This design comes from an exercise in tuning for small area and a short achievable clock period on the open sky130 flow, not from production work.
In this exercise RTL edits were held to simulation tests only and were not proved equivalent to the original.
No driver is modelled on the clock port, so clocking that relies on it looks cheaper here than on a real chip.
Power figures rest on the tool's default switching activity, not on a simulated workload.

build 57:
## pixel_burst_fifo
module pixel_burst_fifo
#(
    parameter int ADDR_W    = 6,
    parameter int BURST_LEN = 8
) (
    input  logic              clk_25,
    input  logic              reset,
    input  logic              wrreq,
    input  logic [9:0]        x_i,
    input  logic [9:0]        y_i,
    input  logic [7:0]        red_i,
    input  logic [7:0]        green_i,
    input  logic [7:0]        blue_i,
    input  logic              rdreq,
    output logic              rd_valid,
    output logic [9:0]        x_o,
    output logic [9:0]        y_o,
    output logic [7:0]        red_o,
    output logic [7:0]        green_o,
    output logic [7:0]        blue_o,
    output logic [ADDR_W:0]   usedw,
    output logic              empty,
    output logic              full,
    output logic              burst_rdy,
    output logic [pixel_pkg::OVF_W-1:0]  ovf_cnt
);
Size: about 3100 flip-flops, about 120 I/O pins, ~110000 um^2 of cells after synthesis.
clock: 4.5 ns
lec_check: 0
cap_margin: 20
core_margin: 2
core_utilization: 60
cts_buf_list: sky130_fd_sc_hd__clkbuf_8 sky130_fd_sc_hd__clkbuf_16
cts_cluster_diameter: 140
cts_cluster_size: 28
place_density: 0.72
setup_slack_margin: 2.3
slew_margin: 20
buffer_ports_args: -buffer_cell sky130_fd_sc_hd__buf_4
pre_io_placement_tcl: /design/flow/flow/io.tcl
post_cts_tcl: /design/flow/flow/postcts.tcl
standard.sh (not shown) runs the stock make flow with config.mk's settings and CLKGATE_MAP_FILE= SYNTH_SCRIPT=/design/flow/synth_recipe.tcl, a recipe that flattens the netlist after the stock synthesis.
==> flow/flow/run.sh <==
#!/bin/bash
# Standard ORFS layout with three changes:
#  - the port buffers are plain buf_4 cells instead of the default pick;
#  - the pins are placed by flow/io.tcl: each data bit's input and output pin
#    side by side along the top and bottom edges, so each bit's storage column
#    sits next to its pins;
#  - after clock tree synthesis, flow/postcts.tcl splits the top level of the
#    clock tree: the root buffer drives four buffers that share its old load.
set -euo pipefail
cat >> config.mk <<EOC
export BUFFER_PORTS_ARGS = -buffer_cell sky130_fd_sc_hd__buf_4
export PRE_IO_PLACEMENT_TCL = $(pwd)/flow/io.tcl
export POST_CTS_TCL = $(pwd)/flow/postcts.tcl
EOC
bash standard.sh synth > synth.log 2>&1
bash standard.sh finish > layout.log 2>&1
Other scripts of this flow, unchanged in this note and not shown: flow/flow/io.tcl, flow/flow/postcts.tcl
Build 57: flow completed, timing, DRC and antenna clean
Relative to build 57, the following input files were edited for trial 38:
--- a/flow/config.mk
+++ b/flow/config.mk
@@ -12,2 +12,2 @@
-export CTS_CLUSTER_DIAMETER = 140
-export CTS_CLUSTER_SIZE = 28
+export CTS_CLUSTER_DIAMETER = 120
+export CTS_CLUSTER_SIZE = 24
Of trial 38 and build 57, the lower detailed-routing wirelength on met1 belongs to build 57.
When trial 38 is set beside build 57, its cell count turns out to be 0.36% larger.
Per the final summary, trial 38 finished and its layout is clean on timing, DRC and antenna.
Build 57 reports its first element of the critical path as u_ram.rd_data_q[31]$_SDFFE_PP0P_ while trial 38 reports u_ram.rd_data_q[35]$_SDFFE_PP0P_.
From trial 38 to build 57, die extent in x did not move at all.
Post-route fraction of the period consumed by the critical path: trial 38 lower than build 57


The RTL this note starts from:
==> flow/design.v <==
package pixel_pkg;
    localparam int PIX_W = 44;
    localparam int OVF_W = 16;
    localparam int X_LSB = 34;
    localparam int X_MSB = 43;
    localparam int Y_LSB = 24;
    localparam int Y_MSB = 33;
    localparam int R_LSB = 16;
    localparam int R_MSB = 23;
    localparam int G_LSB = 8;
    localparam int G_MSB = 15;
    localparam int B_LSB = 0;
    localparam int B_MSB = 7;
    typedef struct packed {
        logic [9:0] x;
        logic [9:0] y;
        logic [7:0] r;
        logic [7:0] g;
        logic [7:0] b;
    } pixel_t;
    function automatic logic [PIX_W-1:0] pack_pixel(input pixel_t p);
        logic [PIX_W-1:0] w;
        w = '0;
        w[X_MSB:X_LSB] = p.x;
        w[Y_MSB:Y_LSB] = p.y;
        w[R_MSB:R_LSB] = p.r;
        w[G_MSB:G_LSB] = p.g;
        w[B_MSB:B_LSB] = p.b;
        pack_pixel = w;
    endfunction
    function automatic pixel_t unpack_pixel(input logic [PIX_W-1:0] w);
        pixel_t p;
        p.x = w[X_MSB:X_LSB];
        p.y = w[Y_MSB:Y_LSB];
        p.r = w[R_MSB:R_LSB];
        p.g = w[G_MSB:G_LSB];
        p.b = w[B_MSB:B_LSB];
        unpack_pixel = p;
    endfunction
endpackage
module pixel_fifo_ram
#(
    parameter int ADDR_W = 6,
    parameter int DATA_W = pixel_pkg::PIX_W
) (
    input  logic              clk_25,
    input  logic              reset,
    input  logic              wr_en,
    input  logic [2**ADDR_W-1:0] wr_sel,
    input  logic [DATA_W-1:0] wr_data,
    input  logic              rd_en,
    input  logic [2**ADDR_W-1:0] rd_sel,
    input  logic [2**ADDR_W-1:0] rd_sel_b,
    output logic [DATA_W-1:0] rd_data
);
    localparam int DEPTH = 2 ** ADDR_W;
    logic [DATA_W-1:0] mem [DEPTH];
    logic [DATA_W-1:0] rd_word;
    logic [DATA_W-1:0] rd_data_q;
    always_ff @(posedge clk_25) begin
        for (int i = 0; i < DEPTH; i++) begin
            if (wr_en && wr_sel[i]) begin
                mem[i] <= wr_data;
            end
        end
    end
    always_comb begin
        rd_word = '0;
        for (int i = 0; i < DEPTH; i++) begin
            rd_word[DATA_W/2-1:0] = rd_word[DATA_W/2-1:0] |
                (mem[i][DATA_W/2-1:0] & {(DATA_W/2){rd_sel[i]}});
            rd_word[DATA_W-1:DATA_W/2] = rd_word[DATA_W-1:DATA_W/2] |
                (mem[i][DATA_W-1:DATA_W/2] & {(DATA_W-DATA_W/2){rd_sel_b[(i+DEPTH/2)%DEPTH]}});
        end
    end
    always_ff @(posedge clk_25) begin
        if (reset) begin
            rd_data_q <= '0;
        end else if (rd_en) begin
            rd_data_q <= rd_word;
        end
    end
    assign rd_data = rd_data_q;
endmodule
module pixel_burst_fifo
#(
    parameter int ADDR_W    = 6,
    parameter int BURST_LEN = 8
) (
    input  logic              clk_25,
    input  logic              reset,
    input  logic              wrreq,
    input  logic [9:0]        x_i,
    input  logic [9:0]        y_i,
    input  logic [7:0]        red_i,
    input  logic [7:0]        green_i,
    input  logic [7:0]        blue_i,
    input  logic              rdreq,
    output logic              rd_valid,
    output logic [9:0]        x_o,
    output logic [9:0]        y_o,
    output logic [7:0]        red_o,
    output logic [7:0]        green_o,
    output logic [7:0]        blue_o,
    output logic [ADDR_W:0]   usedw,
    output logic              empty,
    output logic              full,
    output logic              burst_rdy,
    output logic [pixel_pkg::OVF_W-1:0]  ovf_cnt
);
    localparam int DEPTH    = 2 ** ADDR_W;
    localparam int USEDW_W  = ADDR_W + 1;
    localparam int WSUB     = 8;                
    localparam int WGRP     = DEPTH / WSUB;
    logic [WSUB-1:0]    wr_sub_q;    
    logic [WGRP-1:0]    wr_grp_q;    
    logic [DEPTH-1:0]   wr_sel;
    logic [DEPTH-1:0]   rd_sel_q;    
    logic [DEPTH-1:0]   rd_sel_bq;   
    logic [USEDW_W-1:0] usedw_q;
    logic               empty_q, full_q, burst_q;
    logic [pixel_pkg::OVF_W-1:0]   ovf_cnt_q;
    logic               rd_valid_q;
    logic               wr_acc;
    logic               rd_acc;
    logic               inc, dec;
    logic [USEDW_W-1:0] usedw_p1, usedw_m1;
    logic               ovf_sat;
    logic [pixel_pkg::PIX_W-1:0]   wr_word;
    logic [pixel_pkg::PIX_W-1:0]   rd_word;
    pixel_pkg::pixel_t             wr_pix;
    pixel_pkg::pixel_t             rd_pix;
    assign empty     = empty_q;
    assign full      = full_q;
    assign burst_rdy = burst_q;
    assign wr_acc = wrreq & ~full_q;
    assign rd_acc = rdreq & ~empty_q;
    assign inc    = wr_acc & ~rd_acc;
    assign dec    = rd_acc & ~wr_acc;
    assign usedw_p1 = usedw_q + 1'b1;
    assign usedw_m1 = usedw_q - 1'b1;
    assign ovf_sat  = &ovf_cnt_q;
    assign wr_pix.x = x_i;
    assign wr_pix.y = y_i;
    assign wr_pix.r = red_i;
    assign wr_pix.g = green_i;
    assign wr_pix.b = blue_i;
    assign wr_word  = pixel_pkg::pack_pixel(wr_pix);
    always_comb begin
        for (int i = 0; i < DEPTH; i++) begin
            wr_sel[i] = wr_grp_q[i / WSUB] & wr_sub_q[i % WSUB];
        end
    end
    always_ff @(posedge clk_25) begin
        if (reset) begin
            wr_sub_q   <= WSUB'(1);
            wr_grp_q   <= WGRP'(1);
            rd_sel_q   <= DEPTH'(1);
            rd_sel_bq  <= DEPTH'(1) << (DEPTH/2);
            usedw_q    <= '0;
            empty_q    <= 1'b1;
            full_q     <= 1'b0;
            burst_q    <= 1'b0;
            ovf_cnt_q  <= '0;
            rd_valid_q <= 1'b0;
        end else begin
            rd_valid_q <= rd_acc;
            if (wr_acc) begin
                wr_sub_q <= {wr_sub_q[WSUB-2:0], wr_sub_q[WSUB-1]};
                if (wr_sub_q[WSUB-1]) wr_grp_q <= {wr_grp_q[WGRP-2:0], wr_grp_q[WGRP-1]};
            end
            if (rd_acc) begin
                rd_sel_q  <= {rd_sel_q[DEPTH-2:0], rd_sel_q[DEPTH-1]};
                rd_sel_bq <= {rd_sel_bq[DEPTH-2:0], rd_sel_bq[DEPTH-1]};
            end
            if (inc) begin
                usedw_q <= usedw_p1;
                empty_q <= 1'b0;
                full_q  <= (usedw_q == USEDW_W'(DEPTH - 1));
                burst_q <= (usedw_q >= USEDW_W'(BURST_LEN - 1));
            end else if (dec) begin
                usedw_q <= usedw_m1;
                empty_q <= (usedw_q == USEDW_W'(1));
                full_q  <= 1'b0;
                burst_q <= (usedw_q >= USEDW_W'(BURST_LEN + 1));
            end
            if (wrreq && full_q && !ovf_sat) ovf_cnt_q <= ovf_cnt_q + 1'b1;
        end
    end
    pixel_fifo_ram #(
        .ADDR_W (ADDR_W),
        .DATA_W (pixel_pkg::PIX_W)
    ) u_ram (
        .clk_25  (clk_25),
        .reset   (reset),
        .wr_en   (wr_acc),
        .wr_sel  (wr_sel),
        .wr_data (wr_word),
        .rd_en   (rd_acc),
        .rd_sel  (rd_sel_q),
        .rd_sel_b(rd_sel_bq),
        .rd_data (rd_word)
    );
    assign rd_pix   = pixel_pkg::unpack_pixel(rd_word);
    assign x_o      = rd_pix.x;
    assign y_o      = rd_pix.y;
    assign red_o    = rd_pix.r;
    assign green_o  = rd_pix.g;
    assign blue_o   = rd_pix.b;
    assign rd_valid = rd_valid_q;
    assign usedw    = usedw_q;
    assign ovf_cnt  = ovf_cnt_q;
endmodule
export LEC_CHECK = 0
export CAP_MARGIN = 20
export CORE_MARGIN = 2
export CORE_UTILIZATION = 50
export CTS_BUF_LIST = sky130_fd_sc_hd__clkbuf_8 sky130_fd_sc_hd__clkbuf_16
export CTS_CLUSTER_DIAMETER = 120
export CTS_CLUSTER_SIZE = 24
export PLACE_DENSITY = 0.65
export SETUP_SLACK_MARGIN = 2.3
export SLEW_MARGIN = 20
export BUFFER_PORTS_ARGS = -buffer_cell sky130_fd_sc_hd__buf_4
export PRE_IO_PLACEMENT_TCL = /design/flow/flow/io.tcl
export POST_CTS_TCL = /design/flow/flow/postcts.tcl
create_clock -name core_clock -period 4.5 [get_ports {clk_25}]
Scripts as last shown in full above: flow/flow/run.sh
Other scripts of this flow, unchanged in this note and not shown: flow/flow/io.tcl, flow/flow/postcts.tcl
The starting point completed without violations.
==> next run, changes <==
--- a/flow/config.mk
+++ b/flow/config.mk
@@ -8,9 +8,9 @@
 export CAP_MARGIN = 20
 export CORE_MARGIN = 2
-export CORE_UTILIZATION = 50
+export CORE_UTILIZATION = 60
 export CTS_BUF_LIST = sky130_fd_sc_hd__clkbuf_8 sky130_fd_sc_hd__clkbuf_16
 export CTS_CLUSTER_DIAMETER = 120
 export CTS_CLUSTER_SIZE = 24
-export PLACE_DENSITY = 0.65
+export PLACE_DENSITY = 0.72
 export SETUP_SLACK_MARGIN = 2.3
 export SLEW_MARGIN = 20
What happened:
- via count climbs by 4.3%
- cell area drops by about 0.5%
- power drops by about 0.45%

==> afterwards: timing with drivers on the ports <==
In the flow no input, the clock included, has a driving cell. The finished layouts below were timed again as built, in two steps.
Step 1 assumes that a clkbuf_16 drives the clock port and a buf_2 every other input.
Step 2 moves the port delays by t, midway between the first and last clock arrival at a register: inputs arrive t later, outputs are due t later. That takes back most of the time a late clock gives input paths.
Three values: no drivers, after step 1, after step 2; two values: the first two.
run | t (ns) | setup WS [ns] | worst data-port slew with drivers (ns)
build 57 | 0.926 | 2.153 / 2.087 / 1.328 | 0.40
trial 38 | 0.867 | 2.195 / 2.129 / 1.358 | 0.39
the first run of note 2 | 0.863 | 2.107 / 2.068 / 1.321 | 0.35
the second run of note 2 | 0.861 | 2.079 / 2.079 / 1.387 | 0.07
After both steps every run listed still meets setup and hold. The setup slack of trial 38, which loses most, moves by -0.066 ns with the drivers and by -0.837 ns with both steps.
